What follows belongs to an exercise in optimizing a design on an open flow for small area, a short achievable clock period and few clock cycles per item; a production flow would make more cautious choices. In this exercise RTL edits were held to simulation tests only and were not proved equivalent to the original. Power is estimated from default activity; no workload was simulated.

Design act_stream_unit, start of the top module:
module act_stream_unit
#(
  parameter int LANES = 6,
  parameter int BEATS = 6,
  parameter int SHW   = 5,
  localparam int ZCW  = $clog2(LANES*BEATS+1),
  localparam int CW   = $clog2(BEATS),
  localparam int PCW  = $clog2(LANES+1)
) (
  input  logic                    clk,
  input  logic                    rst_n,
  input  logic [1:0]              mode_i,
  input  logic [SHW-1:0]          shift_i,
  input  logic [act_pkg::LANE_W-1:0]       clip_i,
  input  logic                    in_valid,
  output logic                    in_ready,
  input  logic [LANES*act_pkg::LANE_W-1:0] in_data,
  output logic                    out_valid,
  input  logic                    out_ready,
  output logic [LANES*act_pkg::LANE_W-1:0] out_data,
  output logic                    out_last,
  output logic [ZCW-1:0]          out_zero_cnt
);
Size: about 4,600 cells after synthesis, about 250 flip-flops, ~440 I/O pins.
Settings: LEC_CHECK=0, ABC_AREA=1, CAP_MARGIN=20, CORE_MARGIN=2, CORE_UTILIZATION=42, CTS_CLUSTER_DIAMETER=100, CTS_CLUSTER_SIZE=20, SETUP_SLACK_MARGIN=4.0, SLEW_MARGIN=20, TNS_END_PERCENT=10; clock period 7.5 ns.
standard.sh (not shown) runs the stock make flow with config.mk's settings and CLKGATE_MAP_FILE= SYNTH_SCRIPT=/design/flow/synth_recipe.tcl, a recipe that flattens the netlist after the stock synthesis.
==> flow/flow/run.sh <==
#!/bin/bash
# The standard layout (the standard.sh, its synthesis script and steps)
# with two changes:
#  - the port buffers are buf_2 cells instead of the resizer's default pick,
#    a slow delay buffer. Every port still gets its buffer;
#  - the library's "_0" drive-strength cells are kept out of mapping and
#    repair (added to DONT_USE_CELLS; the platform's own list is appended by
#    its config). Each has an "_1" twin of the same area with more drive.
set -o pipefail
export BUFFER_PORTS_ARGS="-buffer_cell sky130_fd_sc_hd__buf_2"
export DONT_USE_CELLS="sky130_fd_sc_hd__a2111oi_0 sky130_fd_sc_hd__a21boi_0 sky130_fd_sc_hd__and2_0 sky130_fd_sc_hd__einvn_0 sky130_fd_sc_hd__o21ai_0 sky130_fd_sc_hd__o311ai_0 sky130_fd_sc_hd__or2_0"
bash standard.sh > standard.log 2>&1
Testbench counts at the start, summed over its fixed seeds: cycles 4,808, beats 4,800.
Edit:
==> flow/flow/run.sh (replaced) <==
#!/bin/bash
# The standard layout (the standard.sh, unchanged synthesis and steps),
# with the port buffers made from buf_2 cells instead of the resizer's
# default pick, a slow delay buffer. Every port still gets its buffer.
set -o pipefail
export BUFFER_PORTS_ARGS="-buffer_cell sky130_fd_sc_hd__buf_2"
bash standard.sh > standard.log 2>&1
Settings changed: CORE_UTILIZATION 42 to 44, PLACE_DENSITY set to 0.7, SETUP_SLACK_MARGIN 4.0 to 3.9.
Wire length came out lower by 0.94%. Non-clock buffer count fell by 27. Fmax falls by 0.70%. Sequential cell count stays the same. Worst hold slack stays flat. Utilization grows by 1.5 points.
Edit:
Settings changed: CORE_UTILIZATION 44 to 46, SETUP_SLACK_MARGIN 3.9 to 4.0.
Effect:
- The changed run completed without violations
- cell area came out higher slightly
- sequential power hardly moves
- wire length climbs slightly
- clock power stays flat
- total power rose slightly
- combinational power increases by a few percent
- first-iteration DRC count came out lower by a few percent
- core utilization rises by 3.2 points
- hold slack stays flat
- synthesized cell count does not change
- non-clock buffer count climbs by 15
Edit:
Settings changed: CORE_UTILIZATION 46 to 42.
=> The new run went through all stages and came out clean. Design area is lower by 0.57%. Area after synthesis is unchanged. Clock skew is higher by 8.1 ps. Sequential power stays flat. Count of clock-buffer cells in the layout is higher by 1. Setup slack gets worse by 4.1 ps. Utilization is lower by 5.3 points. Total power is lower by 0.88%. Cell count hardly moves. Via count is lower by 0.36%. Worst hold slack barely changes.

* * *

Another version of the RTL of act_stream_unit (not shown whole).
Size: roughly 4500 cells after synthesis, ~440 I/O pins, roughly 0.026 mm^2 of cells after synthesis.
export LEC_CHECK = 0
export ABC_AREA = 1
export CAP_MARGIN = 20
export CORE_MARGIN = 2
export CORE_UTILIZATION = 42
export CTS_CLUSTER_DIAMETER = 100
export CTS_CLUSTER_SIZE = 20
export SETUP_SLACK_MARGIN = 4.0
export SLEW_MARGIN = 20
export TNS_END_PERCENT = 10
create_clock -name core_clock -period 7.5 [get_ports {clk}]
==> flow/flow/run.sh <==
#!/bin/bash
# The standard layout (the standard.sh and its steps) with two changes:
#  - synthesis maps the logic with flow/area.abc (see flow/synth.tcl);
#    everything else in synthesis is synth_recipe.tcl as is;
#  - the port buffers are buf_2 cells instead of the resizer's default pick,
#    a slow delay buffer. Every port still gets its buffer.
set -o pipefail
HERE=$(pwd)
export FLOW_ABC_SCRIPT=$HERE/flow/area.abc
export BUFFER_PORTS_ARGS="-buffer_cell sky130_fd_sc_hd__buf_2"
bash standard.sh SYNTH_SCRIPT=$HERE/flow/synth.tcl finish > standard.log 2>&1
==> flow/flow/area.abc <==
strash
ifraig
scorr
dc2
strash
dch -f
map -B 0.9
topo
stime -c
buffer -c
upsize -c
dnsize -c
==> flow/flow/synth.tcl <==
# The standard synthesis (synth_recipe.tcl), with one change: abc maps
# with flow/area.abc, a variant of ORFS's abc_area.script that runs a
# fraig / scorr / dc2 pass on the logic before mapping. Registers are not
# touched by abc, so they keep the standard synthesis's names and cells.
proc synth {args} { yosys synth -nofsm -noshare {*}$args }
proc abc {args} {
  set i [lsearch $args -script]
  if {$i >= 0} { lset args [expr {$i + 1}] $::env(FLOW_ABC_SCRIPT) }
  yosys abc {*}$args
}
source $::env(SCRIPTS_DIR)/synth.tcl
# left out here: clear keep_hierarchy, flatten, clean up, hide names made inside functions, write 1_2_yosys.v
The baseline went through all stages and came out clean.
Testbench counts at the start, summed over its fixed seeds: cycles 4,808, beats 4,800.
Then changed:
==> flow/flow/run.sh (replaced) <==
#!/bin/bash
# The standard layout (the standard.sh, unchanged synthesis and steps),
# with the port buffers made from buf_2 cells instead of the resizer's
# default pick, a slow delay buffer. Every port still gets its buffer.
set -o pipefail
export BUFFER_PORTS_ARGS="-buffer_cell sky130_fd_sc_hd__buf_2"
bash standard.sh > standard.log 2>&1
--- a/flow/config.mk
+++ b/flow/config.mk
@@ -11,6 +11,3 @@
 export CORE_UTILIZATION = 42
-export CTS_CLUSTER_DIAMETER = 100
-export CTS_CLUSTER_SIZE = 20
 export SETUP_SLACK_MARGIN = 4.0
 export SLEW_MARGIN = 20
-export TNS_END_PERCENT = 10
removed: flow/flow/area.abc
removed: flow/flow/synth.tcl
First-iteration DRC count falls by 28%.
Hold slack degrades by 10 ps.
Total power rises by 11%.
Final area rises by 1.8%.
Via count falls by 3.4%.
Utilization rises by 1.0 points.
Sequential share of layout area falls by 0.29 points.
Worst setup slack improves by 220 ps.

* * *

## wip/harbor
Another version of the RTL of act_stream_unit (not shown whole).
For scale: ~250 flip-flops, ~440 I/O pins, about 26,000 sq um of cells after synthesis.
Design act_stream_unit, start of the top module:
module act_stream_unit
#(
  parameter int LANES = 6,
  parameter int BEATS = 6,
  parameter int SHW   = 5,
  localparam int ZCW  = $clog2(LANES*BEATS+1),
  localparam int CW   = $clog2(BEATS),
  localparam int PCW  = $clog2(LANES+1)
) (
  input  logic                    clk,
  input  logic                    rst_n,
  input  logic [1:0]              mode_i,
  input  logic [SHW-1:0]          shift_i,
  input  logic [act_pkg::LANE_W-1:0]       clip_i,
  input  logic                    in_valid,
  output logic                    in_ready,
  input  logic [LANES*act_pkg::LANE_W-1:0] in_data,
  output logic                    out_valid,
  input  logic                    out_ready,
  output logic [LANES*act_pkg::LANE_W-1:0] out_data,
  output logic                    out_last,
  output logic [ZCW-1:0]          out_zero_cnt
);
export LEC_CHECK = 0
export ABC_AREA = 1
export CAP_MARGIN = 20
export CORE_MARGIN = 2
export CORE_UTILIZATION = 42
export CTS_CLUSTER_DIAMETER = 100
export CTS_CLUSTER_SIZE = 20
export SETUP_SLACK_MARGIN = 4.0
export SLEW_MARGIN = 20
create_clock -name core_clock -period 7.5 [get_ports {clk}]
==> flow/flow/run.sh <==
#!/bin/bash
# The standard layout (the standard.sh, unchanged synthesis and steps),
# with the port buffers made from buf_2 cells instead of the resizer's
# default pick, a slow delay buffer. Every port still gets its buffer.
set -o pipefail
export BUFFER_PORTS_ARGS="-buffer_cell sky130_fd_sc_hd__buf_2"
bash standard.sh > standard.log 2>&1
wip/harbor reached the final stage; the timing, design-rule and antenna checks on its layout passed.
Testbench counts of wip/harbor, summed over its fixed seeds: cycles 4,808, beats 4,800.
The inputs of wip/maple differ from those of wip/harbor as listed below.
- TNS_END_PERCENT now 10, previously not set
## What came out
wip/maple has less setup slack than wip/harbor. [wip/maple] area added between synthesis and finish rose 0.34 points relative to wip/harbor. Per the comparison of wip/maple with wip/harbor, total detailed-routing wirelength held steady; total power closely matched the old numbers; cell leakage power now sits at about the same level. Comparing wip/maple with wip/harbor, the area of all placed cells without fillers came out essentially unchanged. On source-to-sink clock delay at the later pin of the worst-skew pair, wip/maple and wip/harbor are basically level. Between wip/maple and wip/harbor, the die outline width does not differ in any meaningful way. For the non-clock buffer instance count of the final layout, wip/maple came in 14 higher than wip/harbor did. From wip/harbor to wip/maple the numbers moved as follows: register-to-register slack shows no meaningful change, utilization after layout shows no meaningful change.

* * *

act_stream_unit with an RTL version that a note above also has.
Size: ~250 flip-flops, roughly 440 I/O pins, roughly 26000 µm² of cells after synthesis.
==> flow/config.mk <==
export PLATFORM = sky130hd
export DESIGN_NAME = act_stream_unit
export DESIGN_NICKNAME = act_stream_unit
export VERILOG_FILES = /design/flow/design.v
export SDC_FILE = /design/flow/constraint.sdc
export NUM_CORES = 4
export LEC_CHECK = 0
export ABC_AREA = 1
export CAP_MARGIN = 20
export CORE_MARGIN = 2
export CORE_UTILIZATION = 42
export CTS_CLUSTER_DIAMETER = 100
export CTS_CLUSTER_SIZE = 20
export SETUP_SLACK_MARGIN = 4.0
export SLEW_MARGIN = 20
export TNS_END_PERCENT = 10
==> flow/constraint.sdc <==
create_clock -name core_clock -period 7.5 [get_ports {clk}]
set_input_delay 1.5000 -clock core_clock [delete_from_list [all_inputs] [get_ports {clk}]]
set_output_delay 1.5000 -clock core_clock [all_outputs]
set_load 0.01 [all_outputs]
Scripts as last shown in full above: flow/flow/run.sh
The starting point produced a clean layout.
Testbench counts at the start, summed over its fixed seeds: cycles 4,808, beats 4,800.
Edit:
CORE_UTILIZATION = 46   (was 42)
The changed run finished with timing, DRC and antenna clean; final cell count goes down by 0.76%; hold slack stays flat; final area goes down by 0.67%; die area goes down by 8.6%; maximum frequency goes up by 0.76%; clock skew hardly moves.

* * *

Another version of the RTL of act_stream_unit (not shown whole).
Size in the first run: ~4600 cells after synthesis, about 250 flip-flops, about 440 I/O pins, ~0.025 mm^2 of cells after synthesis.
## act_stream_unit
module act_stream_unit
#(
  parameter int LANES = 6,
  parameter int BEATS = 6,
  parameter int SHW   = 5,
  localparam int ZCW  = $clog2(LANES*BEATS+1),
  localparam int CW   = $clog2(BEATS),
  localparam int PCW  = $clog2(LANES+1)
) (
  input  logic                    clk,
  input  logic                    rst_n,
  input  logic [1:0]              mode_i,
  input  logic [SHW-1:0]          shift_i,
  input  logic [act_pkg::LANE_W-1:0]       clip_i,
  input  logic                    in_valid,
  output logic                    in_ready,
  input  logic [LANES*act_pkg::LANE_W-1:0] in_data,
  output logic                    out_valid,
  input  logic                    out_ready,
  output logic [LANES*act_pkg::LANE_W-1:0] out_data,
  output logic                    out_last,
  output logic [ZCW-1:0]          out_zero_cnt
);
Settings: LEC_CHECK=0, ABC_AREA=1, CAP_MARGIN=20, CORE_MARGIN=2, CORE_UTILIZATION=42, SETUP_SLACK_MARGIN=4.0, SLEW_MARGIN=20; clock period 7.5 ns.
Scripts as last shown in full above: flow/flow/run.sh
The first run produced a clean layout.
Testbench counts at the start, summed over its fixed seeds: cycles 4,808, beats 4,800.
Rerun with:
CTS_CLUSTER_DIAMETER = 100   (was default)
CTS_CLUSTER_SIZE = 20   (was default)
TNS_END_PERCENT = 10   (was default)
The changed run ran to the end with no violations.
Sequential share of layout area climbs by 0.76 points.
Fmax goes down by a few percent.
Synthesized area stays the same.
Non-clock buffer count fell by 66.

## port drivers added, routing unchanged
How much do the figures lean on ideal ports? The routed layouts below were timed once more, with nothing changed but the port constraints.
Step 1: set_driving_cell puts a clkbuf_16 on clk and a buf_2 on each other input, an assumption about the parent block.
Step 2 also shifts input and output timing later by t, the mid clock arrival at the registers, as if the neighbouring blocks saw the same clock.
a / b / c = no drivers / after step 1 / after step 2; a / b = the first two.
| run | shift t [ns] | setup slack, ns | worst hold slack (ns) | slew at the worst register clock pin (ns) | cell pins on the clock port's net |
|---|---|---|---|---|---|
| the first run of note 1 | 0.608 | 3.825 / 3.794 / 3.186 | 0.473 / 0.473 / 0.473 | 0.09 / 0.09 | 1 |
| the second run of note 1 | 0.621 | 3.799 / 3.832 / 3.221 | 0.472 / 0.472 / 0.472 | 0.09 / 0.09 | 1 |
| the third run of note 1 | 0.627 | 3.876 / 3.844 / 3.295 | 0.473 / 0.473 / 0.473 | 0.09 / 0.09 | 1 |
| the fourth run of note 1 | 0.635 | 3.872 / 3.827 / 3.265 | 0.472 / 0.472 / 0.472 | 0.10 / 0.10 | 1 |
| the first run of note 2 | 0.660 | 3.654 / 3.677 / 3.042 | 0.486 / 0.486 / 0.486 | 0.10 / 0.10 | 1 |
| the second run of note 2 | 0.684 | 3.871 / 3.799 / 3.250 | 0.476 / 0.476 / 0.476 | 0.07 / 0.07 | 1 |
| wip/harbor | 0.669 | 3.742 / 3.769 / 3.100 | 0.461 / 0.461 / 0.461 | 0.10 / 0.10 | 1 |
| wip/maple | 0.665 | 3.720 / 3.738 / 3.073 | 0.462 / 0.462 / 0.462 | 0.10 / 0.10 | 1 |
| the first run of note 4 | 0.658 | 3.750 / 3.770 / 3.140 | 0.479 / 0.479 / 0.479 | 0.11 / 0.11 | 1 |
| the second run of note 4 | 0.637 | 3.779 / 3.794 / 3.158 | 0.479 / 0.479 / 0.479 | 0.09 / 0.09 | 1 |
| the first run of note 5 | 0.716 | 3.788 / 3.788 / 3.144 | 0.450 / 0.450 / 0.450 | 0.09 / 0.09 | 1 |
| the second run of note 5 | 0.668 | 3.698 / 3.707 / 3.077 | 0.454 / 0.454 / 0.454 | 0.09 / 0.09 | 1 |
After both steps every run listed still meets setup and hold. The setup slack of wip/maple, which loses most, moves by +0.018 ns with the drivers and by -0.647 ns with both steps.
